This design comes from an exercise in tuning for small area, a short achievable clock period and few clock cycles per item on the open sky130 flow, not from production work.
Power and IR drop assume default switching activity.

## fifo_hexdump_top
module fifo_hexdump_top #(
    parameter int BOOT_LINES     = 30,
    parameter int USER_LINES     = 8,
    parameter int BYTES_PER_LINE = 16
) (
    input  wire                                  MCLK,
    input  wire                                  rst,
    input  wire                                  buf_wr_en_n,
    input  wire  [fifo_hexdump_pkg::BUF_BIT_AW-1:0] buf_wr_addr,
    input  wire                                  buf_wr_bit,
    input  wire                                  send_boot_n,
    input  wire                                  send_user_n,
    input  wire  [11:0]                          rel_page,
    input  wire                                  fifo_en_n,
    input  wire                                  txe_n,
    output logic [7:0]                           fifo_data,
    output logic                                 wr_n
);
Size: roughly 7600 cells after synthesis, about 42 I/O pins.
==> module sipo_buffer, before the edit <==
module sipo_buffer #(
    parameter int NBYTES = 480
) (
    input  wire                                        MCLK,
    input  wire                                        buf_wr_en_n,
    input  wire  [fifo_hexdump_pkg::BUF_BIT_AW-1:0]    buf_wr_addr,
    input  wire                                        buf_wr_bit,
    input  wire  [fifo_hexdump_pkg::BUF_BYTE_AW-1:0]   rd_addr,
    output logic [7:0]                                 rd_data
);
    localparam int AW = fifo_hexdump_pkg::BUF_BYTE_AW;
    logic [AW-1:0] na;
    assign na = !buf_wr_en_n ? buf_wr_addr[fifo_hexdump_pkg::BUF_BIT_AW-1:3] : rd_addr;
    logic [7:0] p0_n, p1_n, p2_n;    
    logic [7:0] wsel;                
    logic       w_d;
    always_ff @(posedge MCLK) begin
        for (int i = 0; i < 8; i++) begin
            p0_n[i] <= (na[2:0] != 3'(i));
            p1_n[i] <= (na[5:3] != 3'(i));
            p2_n[i] <= (na[9:6] != 4'(i));
            wsel[i] <= !buf_wr_en_n && (buf_wr_addr[2:0] == 3'(7 - i));
        end
        w_d <= buf_wr_bit;
    end
    localparam int NB = (NBYTES + 7) / 8;
    logic [NB-1:0] blk_n;
    for (genvar j = 0; j < NB; j++) begin : g_blk
        assign blk_n[j] = p1_n[j % 8] | p2_n[j / 8];
    end
    logic [NBYTES-1:0] rsel;
    for (genvar r = 0; r < NBYTES; r++) begin : g_sel
        assign rsel[r] = !(p0_n[r % 8] | blk_n[r / 8]);
    end
    logic [NBYTES-1:0] rdsel;
    row_decode #(
        .NBYTES (NBYTES)
    ) u_rd_dec (
        .p0_n  (p0_n),
        .blk_n (blk_n),
        .sel   (rdsel)
    );
    logic [8*NBYTES-1:0] store;
    localparam int NG = (NBYTES + 2) / 3;
    logic [3*NG-1:0]   gsel;
    logic [24*NG-1:0]  gdat;
    logic [8*NG-1:0]   gy_n;
    assign gsel = (3*NG)'(rdsel);
    assign gdat = (24*NG)'(store);
    for (genvar g = 0; g < NG; g++) begin : g_rd
        rd_group u_rd (
            .sel (gsel[3*g +: 3]),
            .d   (gdat[24*g +: 24]),
            .y_n (gy_n[8*g +: 8])
        );
    end
    always_comb begin
        rd_data = '0;
        for (int g = 0; g < NG; g++) rd_data = rd_data | ~gy_n[8*g +: 8];
    end
    logic [7:0] wbyte;
    for (genvar c = 0; c < 8; c++) begin : g_merge
        assign wbyte[c] = wsel[c] ? w_d : rd_data[c];
    end
    for (genvar r = 0; r < NBYTES; r++) begin : g_row
        always_ff @(posedge MCLK) begin
            if (rsel[r]) store[8*r +: 8] <= wbyte;
        end
    end
endmodule
==> module row_decode, before the edit <==
module row_decode #(
    parameter int NBYTES = 480
) (
    input  wire  [7:0]                  p0_n,
    input  wire  [(NBYTES + 7) / 8 - 1:0] blk_n,
    output logic [NBYTES-1:0]           sel
);
    for (genvar r = 0; r < NBYTES; r++) begin : g_sel
        assign sel[r] = !(p0_n[r % 8] | blk_n[r / 8]);
    end
endmodule
clock: 25.0 ns
lec_check: 0
abc_clock_period_in_ps: 5000
cap_margin: 20
core_margin: 2
core_utilization: 70
cts_cluster_diameter: 80
cts_cluster_size: 28
place_density: 0.78
slew_margin: 20
synth_hierarchical: 1
synth_minimum_keep_size: 0
standard.sh (not shown) runs the stock make flow with config.mk's settings and CLKGATE_MAP_FILE= SYNTH_SCRIPT=/design/flow/synth_recipe.tcl, a recipe that flattens the netlist after the stock synthesis.
==> flow/flow/run.sh <==
#!/bin/bash
# The standard ORFS flow (the standard.sh, unchanged synthesis), with the
# timing repair after CTS and after global routing asked to keep a setup
# margin, so that it works on the paths that set the achieved period.
set -euo pipefail
bash standard.sh SETUP_SLACK_MARGIN=19.0 finish > run_standard.log 2>&1
Edit:
--- a/flow/design.v
+++ b/flow/design.v
@@ -52,33 +52,39 @@
     logic [NBYTES-1:0] rsel;
     for (genvar r = 0; r < NBYTES; r++) begin : g_sel
         assign rsel[r] = !(p0_n[r % 8] | blk_n[r / 8]);
     end
-    logic [NBYTES-1:0] rdsel;
-    row_decode #(
-        .NBYTES (NBYTES)
-    ) u_rd_dec (
-        .p0_n  (p0_n),
-        .blk_n (blk_n),
-        .sel   (rdsel)
-    );
     logic [8*NBYTES-1:0] store;
-    localparam int NG = (NBYTES + 2) / 3;
-    logic [3*NG-1:0]   gsel;
-    logic [24*NG-1:0]  gdat;
-    logic [8*NG-1:0]   gy_n;
-    assign gsel = (3*NG)'(rdsel);
-    assign gdat = (24*NG)'(store);
-    for (genvar g = 0; g < NG; g++) begin : g_rd
-        rd_group u_rd (
-            .sel (gsel[3*g +: 3]),
-            .d   (gdat[24*g +: 24]),
-            .y_n (gy_n[8*g +: 8])
-        );
+    localparam int NG = (NB + 2) / 3;
+    logic [3*NG-1:0] gblk;
+    always_comb begin
+        gblk = '0;
+        for (int j = 0; j < NB; j++) gblk[j] = !blk_n[j];
+    end
+    logic [7:0] lane [8];
+    for (genvar i = 0; i < 8; i++) begin : g_lane
+        logic [24*NG-1:0] gdat;
+        logic [8*NG-1:0]  gy_n;
+        always_comb begin
+            gdat = '0;
+            for (int j = 0; j < NB; j++)
+                if (8*j + i < NBYTES) gdat[8*j +: 8] = store[8*(8*j + i) +: 8];
+        end
+        for (genvar g = 0; g < NG; g++) begin : g_rd
+            rd_group u_rd (
+                .sel (gblk[3*g +: 3]),
+                .d   (gdat[24*g +: 24]),
+                .y_n (gy_n[8*g +: 8])
+            );
+        end
+        always_comb begin
+            lane[i] = '0;
+            for (int g = 0; g < NG; g++) lane[i] = lane[i] | ~gy_n[8*g +: 8];
+        end
     end
     always_comb begin
         rd_data = '0;
-        for (int g = 0; g < NG; g++) rd_data = rd_data | ~gy_n[8*g +: 8];
+        for (int i = 0; i < 8; i++) rd_data = rd_data | (lane[i] & {8{!p0_n[i]}});
     end
     logic [7:0] wbyte;
     for (genvar c = 0; c < 8; c++) begin : g_merge
         assign wbyte[c] = wsel[c] ? w_d : rd_data[c];
@@ -88,19 +94,8 @@
             if (rsel[r]) store[8*r +: 8] <= wbyte;
         end
     end
 endmodule
-module row_decode #(
-    parameter int NBYTES = 480
-) (
-    input  wire  [7:0]                  p0_n,
-    input  wire  [(NBYTES + 7) / 8 - 1:0] blk_n,
-    output logic [NBYTES-1:0]           sel
-);
-    for (genvar r = 0; r < NBYTES; r++) begin : g_sel
-        assign sel[r] = !(p0_n[r % 8] | blk_n[r / 8]);
-    end
-endmodule
 module rd_group (
     input  wire  [2:0]  sel,
     input  wire  [23:0] d,
     output logic [7:0]  y_n
After rerunning: The changed run completed without violations; final area shrinks by 0.91%; core utilization came out higher by 0.31 points; fmax shrinks by 0.70%; global-route usage climbs by 4.8 points; setup slack degrades by 44 ps; sequential power barely changes; non-clock buffer count climbs by 62; power is about the same.
No functional check of the RTL was part of any run of this note.

==> static timing again, ports no longer ideal <==
How much do the figures lean on ideal ports? The routed layouts below were timed once more, with nothing changed but the port constraints.
Step 1 assumes that a clkbuf_16 drives the clock port and a buf_2 every other input.
Step 2 times the ports against the registers' clock, not the clock port: input delays grow and output delays shrink by t, the midpoint of the rising clock arrivals with the driver on.
Slacks: no drivers / after step 1 / after step 2; pairs: no drivers / after step 1.
run | shift t [ns] | setup WS [ns] | slew at the worst register clock pin (ns) | worst data-port slew with drivers (ns) | pins driven straight from the clock port
the first run | 0.943 | 18.700 / 18.603 / 18.208 | 0.11 / 0.11 | 0.17 | 1
the second run | 0.961 | 18.656 / 18.569 / 18.173 | 0.11 / 0.11 | 0.05 | 1
After both steps setup and hold are still met in every run listed. For the first run, which loses most, drivers alone change the setup slack by -0.097 ns; drivers and shift together by -0.492 ns.
